What follows belongs to an exercise in optimizing a design on an open flow for small area and a short achievable clock period; a production flow would make more cautious choices.
Function was checked by simulation only, so behaviour that the tests miss may differ from the original.
No activity file was given, so power comes from the tool's default toggle rates.

## job 101
==> flow/design.v <==
`timescale 1ns/1ps
package rpi_sample_fifo_irq_pkg;
  localparam int SAMPLE_WIDTH          = 32;
  localparam int DEFAULT_DEPTH_LOG2    = 6;
  localparam int DEFAULT_IRQ_THRESHOLD = 32;
  localparam int DEFAULT_SYNC_STAGES   = 2;
  typedef enum logic [1:0] {
    IRQ_IDLE    = 2'd0,
    IRQ_ASSERT  = 2'd1,
    IRQ_RELEASE = 2'd2
  } irq_state_e;
endpackage
`timescale 1ns/1ps
module sync_edge_detect #(
  parameter int   STAGES    = 2,
  parameter logic RESET_VAL = 1'b1
) (
  input  logic clk_in,
  input  logic reset,
  input  logic async_in,
  output logic sync_out,
  output logic rise_pulse
);
  logic [STAGES-1:0] sync_q, sync_d;
  logic              prev_q, prev_d;
  always_comb begin
    sync_d = {sync_q[STAGES-2:0], async_in};
    prev_d = sync_q[STAGES-1];
  end
  always_ff @(posedge clk_in) begin
    if (reset) begin
      sync_q <= {STAGES{RESET_VAL}};
      prev_q <= RESET_VAL;
    end else begin
      sync_q <= sync_d;
      prev_q <= prev_d;
    end
  end
  assign sync_out   = sync_q[STAGES-1];
  assign rise_pulse = sync_q[STAGES-1] & ~prev_q;
endmodule
`timescale 1ns/1ps
module rpi_sample_fifo_irq
#(
  parameter int DATA_WIDTH    = rpi_sample_fifo_irq_pkg::SAMPLE_WIDTH,
  parameter int DEPTH_LOG2    = rpi_sample_fifo_irq_pkg::DEFAULT_DEPTH_LOG2,
  parameter int IRQ_THRESHOLD = rpi_sample_fifo_irq_pkg::DEFAULT_IRQ_THRESHOLD,
  parameter int SYNC_STAGES   = rpi_sample_fifo_irq_pkg::DEFAULT_SYNC_STAGES
) (
  input  logic                  clk_in,
  input  logic                  reset,
  input  logic [DATA_WIDTH-1:0] sample_in,
  input  logic                  sample_valid,
  input  logic                  rpi_rd_strobe,
  output logic [DATA_WIDTH-1:0] rpi_data,
  output logic                  rpi_data_valid,
  output logic                  interrupt_enable,
  output logic [DEPTH_LOG2:0]   fifo_level,
  output logic                  overflow,
  output logic                  underflow
);
  localparam int DEPTH   = 2**DEPTH_LOG2;    
  localparam int LEVEL_W = DEPTH_LOG2 + 1;
  localparam int RING    = 8;                
  localparam int RD_GRPS = 4;                
  localparam int RD_ROWS = DEPTH / RD_GRPS;  
  logic [DEPTH-1:0][DATA_WIDTH-1:0] mem_q;
  logic [DATA_WIDTH-1:0] rpi_data_q;
  logic [RING-1:0]    wr_lo_q, wr_hi_q;
  logic [RD_ROWS-1:0] rd_lo_q;
  logic [RD_GRPS-1:0] rd_hi_q;
  logic [LEVEL_W-1:0] level_q, level_d;
  logic               empty_q, empty_d;
  logic               full_q, full_d;
  logic               overflow_q, underflow_q, rpi_data_valid_q;
  logic               irq_q, release_q;
  logic strobe_sync, strobe_rise, pop_pulse;
  logic push_ok, pop_ok;
  sync_edge_detect #(
    .STAGES    (SYNC_STAGES),
    .RESET_VAL (1'b1)
  ) u_strobe_sync (
    .clk_in     (clk_in),
    .reset      (reset),
    .async_in   (rpi_rd_strobe),
    .sync_out   (strobe_sync),
    .rise_pulse (strobe_rise)
  );
  assign pop_pulse = strobe_rise & strobe_sync;
  assign pop_ok    = pop_pulse & ~empty_q;
  logic push_room;
  assign push_room = ~full_q | pop_pulse;
  assign push_ok   = sample_valid & push_room;
  logic [LEVEL_W-1:0] level_inc, level_dec, level_if_push, level_if_idle;
  always_comb begin
    level_inc     = level_q + LEVEL_W'(1);
    level_dec     = level_q - LEVEL_W'(1);
    level_if_push = (pop_ok | full_q) ? level_q : level_inc;
    level_if_idle = pop_ok ? level_dec : level_q;
    level_d       = sample_valid ? level_if_push : level_if_idle;
    empty_d       = sample_valid ? 1'b0 : (pop_ok ? (level_q == LEVEL_W'(1)) : empty_q);
    full_d        = sample_valid ? (full_q | (~pop_ok & (level_q == LEVEL_W'(DEPTH-1))))
                                 : (~pop_ok & full_q);
  end
  always_ff @(posedge clk_in) begin
    if (reset) begin
      wr_lo_q          <= RING'(1);
      wr_hi_q          <= RING'(1);
      rd_lo_q          <= RD_ROWS'(1);
      rd_hi_q          <= RD_GRPS'(1);
      level_q          <= '0;
      empty_q          <= 1'b1;
      full_q           <= 1'b0;
      overflow_q       <= 1'b0;
      underflow_q      <= 1'b0;
      rpi_data_valid_q <= 1'b0;
    end else begin
      if (push_ok) begin
        wr_lo_q <= {wr_lo_q[RING-2:0], wr_lo_q[RING-1]};
        if (wr_lo_q[RING-1]) wr_hi_q <= {wr_hi_q[RING-2:0], wr_hi_q[RING-1]};
      end
      if (pop_ok) begin
        rd_lo_q <= {rd_lo_q[RD_ROWS-2:0], rd_lo_q[RD_ROWS-1]};
        if (rd_lo_q[RD_ROWS-1]) rd_hi_q <= {rd_hi_q[RD_GRPS-2:0], rd_hi_q[RD_GRPS-1]};
      end
      level_q          <= level_d;
      empty_q          <= empty_d;
      full_q           <= full_d;
      overflow_q       <= overflow_q  | (sample_valid & ~push_ok);
      underflow_q      <= underflow_q | (pop_pulse & empty_q);
      rpi_data_valid_q <= rpi_data_valid_q | pop_ok;
    end
  end
  logic [RING-1:0] wr_hi_en;
  fifo_write_gate #(.N(RING)) u_wr_gate (
    .valid     (sample_valid),
    .full      (full_q),
    .rise      (strobe_rise),
    .ring      (wr_hi_q),
    .out       (wr_hi_en)
  );
  for (genvar i = 0; i < DEPTH; i++) begin : g_row
    always_ff @(posedge clk_in) begin
      if (wr_hi_en[i / RING] & wr_lo_q[i % RING]) begin
        mem_q[i] <= sample_in;
      end
    end
  end
  logic [RD_GRPS-1:0][DATA_WIDTH-1:0] rd_grp_d, rd_grp_q;
  for (genvar g = 0; g < RD_GRPS; g++) begin : g_rd_grp
    fifo_read_mux #(.DEPTH(RD_ROWS), .WIDTH(DATA_WIDTH)) u_rd_mux (
      .sel  (rd_lo_q),
      .data (mem_q[g*RD_ROWS +: RD_ROWS]),
      .out  (rd_grp_d[g])
    );
  end
  logic [DATA_WIDTH-1:0] sample_prev_q;
  logic                  bypass_q;
  always_ff @(posedge clk_in) begin
    rd_grp_q      <= rd_grp_d;
    sample_prev_q <= sample_in;
    bypass_q      <= push_ok & empty_q;
  end
  logic [DATA_WIDTH-1:0] rd_data;
  always_comb begin
    rd_data = '0;
    for (int g = 0; g < RD_GRPS; g++) rd_data = rd_data | ({DATA_WIDTH{rd_hi_q[g]}} & rd_grp_q[g]);
    if (bypass_q) rd_data = sample_prev_q;
  end
  always_ff @(posedge clk_in) begin
    if (reset) begin
      rpi_data_q <= '0;
    end else if (pop_ok) begin
      rpi_data_q <= rd_data;
    end
  end
  always_ff @(posedge clk_in) begin
    if (reset) begin
      irq_q     <= 1'b0;
      release_q <= 1'b0;
    end else begin
      irq_q     <= irq_q ? ~empty_q : (~release_q & (level_q >= LEVEL_W'(IRQ_THRESHOLD)));
      release_q <= irq_q & empty_q;
    end
  end
  assign rpi_data         = rpi_data_q;
  assign rpi_data_valid   = rpi_data_valid_q;
  assign interrupt_enable = irq_q;
  assign fifo_level       = level_q;
  assign overflow         = overflow_q;
  assign underflow        = underflow_q;
endmodule
module fifo_write_gate #(
  parameter int N = 8
) (
  input  logic         valid,
  input  logic         full,
  input  logic         rise,
  input  logic [N-1:0] ring,
  output logic [N-1:0] out
);
  assign out = {N{valid & (~full | rise)}} & ring;
endmodule
module fifo_read_mux #(
  parameter int DEPTH = 16,
  parameter int WIDTH = 32
) (
  input  logic [DEPTH-1:0]            sel,
  input  logic [DEPTH-1:0][WIDTH-1:0] data,
  output logic [WIDTH-1:0]            out
);
  localparam int G = 4;
  logic [DEPTH/G-1:0][WIDTH-1:0] grp;
  always_comb begin
    for (int g = 0; g < DEPTH/G; g++) begin
      for (int b = 0; b < WIDTH; b++) begin
        logic [G-1:0] t;
        for (int k = 0; k < G; k++) t[k] = sel[g*G+k] & data[g*G+k][b];
        grp[g][b] = |t;
      end
    end
    for (int b = 0; b < WIDTH; b++) begin
      logic [DEPTH/G-1:0] u;
      for (int g = 0; g < DEPTH/G; g++) u[g] = grp[g][b];
      out[b] = |u;
    end
  end
endmodule
clock: 4.0 ns
lec_check: 0
cap_margin: 20
core_margin: 2
core_utilization: 40
cts_cluster_diameter: 100
cts_cluster_size: 25
setup_slack_margin: 1.8
slew_margin: 20
synth_hierarchical: 1
run.sh (not shown) runs the stock make flow with config.mk's settings and CLKGATE_MAP_FILE= SYNTH_SCRIPT=/design/flow/synth_recipe.tcl, a recipe that flattens the netlist after the stock synthesis.
### job 101 -> job 102
# job 101
export LEC_CHECK = 0
export CAP_MARGIN = 20
export CORE_MARGIN = 2
export CORE_UTILIZATION = 40
export CTS_CLUSTER_DIAMETER = 100
export CTS_CLUSTER_SIZE = 25
export SETUP_SLACK_MARGIN = 1.8
export SLEW_MARGIN = 20
export SYNTH_HIERARCHICAL = 1
create_clock -name core_clock -period 4.0 [get_ports {clk_in}]
# job 102
export LEC_CHECK = 0
export CAP_MARGIN = 20
export CORE_MARGIN = 2
export CORE_UTILIZATION = 50
export CTS_CLUSTER_DIAMETER = 100
export CTS_CLUSTER_SIZE = 25
export SETUP_SLACK_MARGIN = 1.95
export SLEW_MARGIN = 20
export SYNTH_HIERARCHICAL = 1
create_clock -name core_clock -period 4.0 [get_ports {clk_in}]
==> comparison <==
- Compared with job 101, in job 102 layout overhead on the synthesized area +1.3 points; cell area higher; final hold slack has increased.
Here is what was changed in the inputs of job 103 compared with job 102.
# job 102
export LEC_CHECK = 0
export CAP_MARGIN = 20
export CORE_MARGIN = 2
export CORE_UTILIZATION = 50
export CTS_CLUSTER_DIAMETER = 100
export CTS_CLUSTER_SIZE = 25
export SETUP_SLACK_MARGIN = 1.95
export SLEW_MARGIN = 20
export SYNTH_HIERARCHICAL = 1
create_clock -name core_clock -period 4.0 [get_ports {clk_in}]
# job 103
export LEC_CHECK = 0
export CAP_MARGIN = 20
export CORE_MARGIN = 2
export CORE_UTILIZATION = 40
export CTS_CLUSTER_DIAMETER = 100
export CTS_CLUSTER_SIZE = 25
export PLACE_DENSITY = 0.7
export SETUP_SLACK_MARGIN = 1.95
export SLEW_MARGIN = 20
export SYNTH_HIERARCHICAL = 1
create_clock -name core_clock -period 4.0 [get_ports {clk_in}]
--- outcome ---
Summary — post-route fraction of the period consumed by the critical path, job 103 relative to job 102: higher, by 3.1 points. The power of job 102 and that of job 103 are within noise of each other. Diff job 103..job 102 | number of stages on the worst hold path | unchanged. Instance count on the critical path ended up 1 higher on job 103 than on job 102.

-- separate check: timing with driven ports --
The results above use ideal ports. As a check the final layouts listed here were re-extracted and re-timed, cells and wires unchanged.
Step 1: set_driving_cell puts a clkbuf_16 on clk_in and a buf_2 on each other input, an assumption about the parent block.
Step 2 moves the port delays by t, midway between the first and last clock arrival at a register: inputs arrive t later, outputs are due t later. That takes back most of the time a late clock gives input paths.
a / b / c = ideal ports / drivers / drivers and shift; a / b = the first two.
run	shift t [ns]	setup WS [ns]	latest minus earliest clock arrival (ns)	worst slew at a driven data input, ns
job 101	0.835	1.761 / 1.758 / 1.227	0.039 / 0.039	0.18
job 102	0.831	1.823 / 1.755 / 1.208	0.032 / 0.032	0.09
job 103	0.836	1.700 / 1.700 / 1.399	0.057 / 0.056	0.11
After both steps every run listed still meets setup and hold. The setup slack of job 102, which loses most, moves by -0.068 ns with the drivers and by -0.615 ns with both steps.
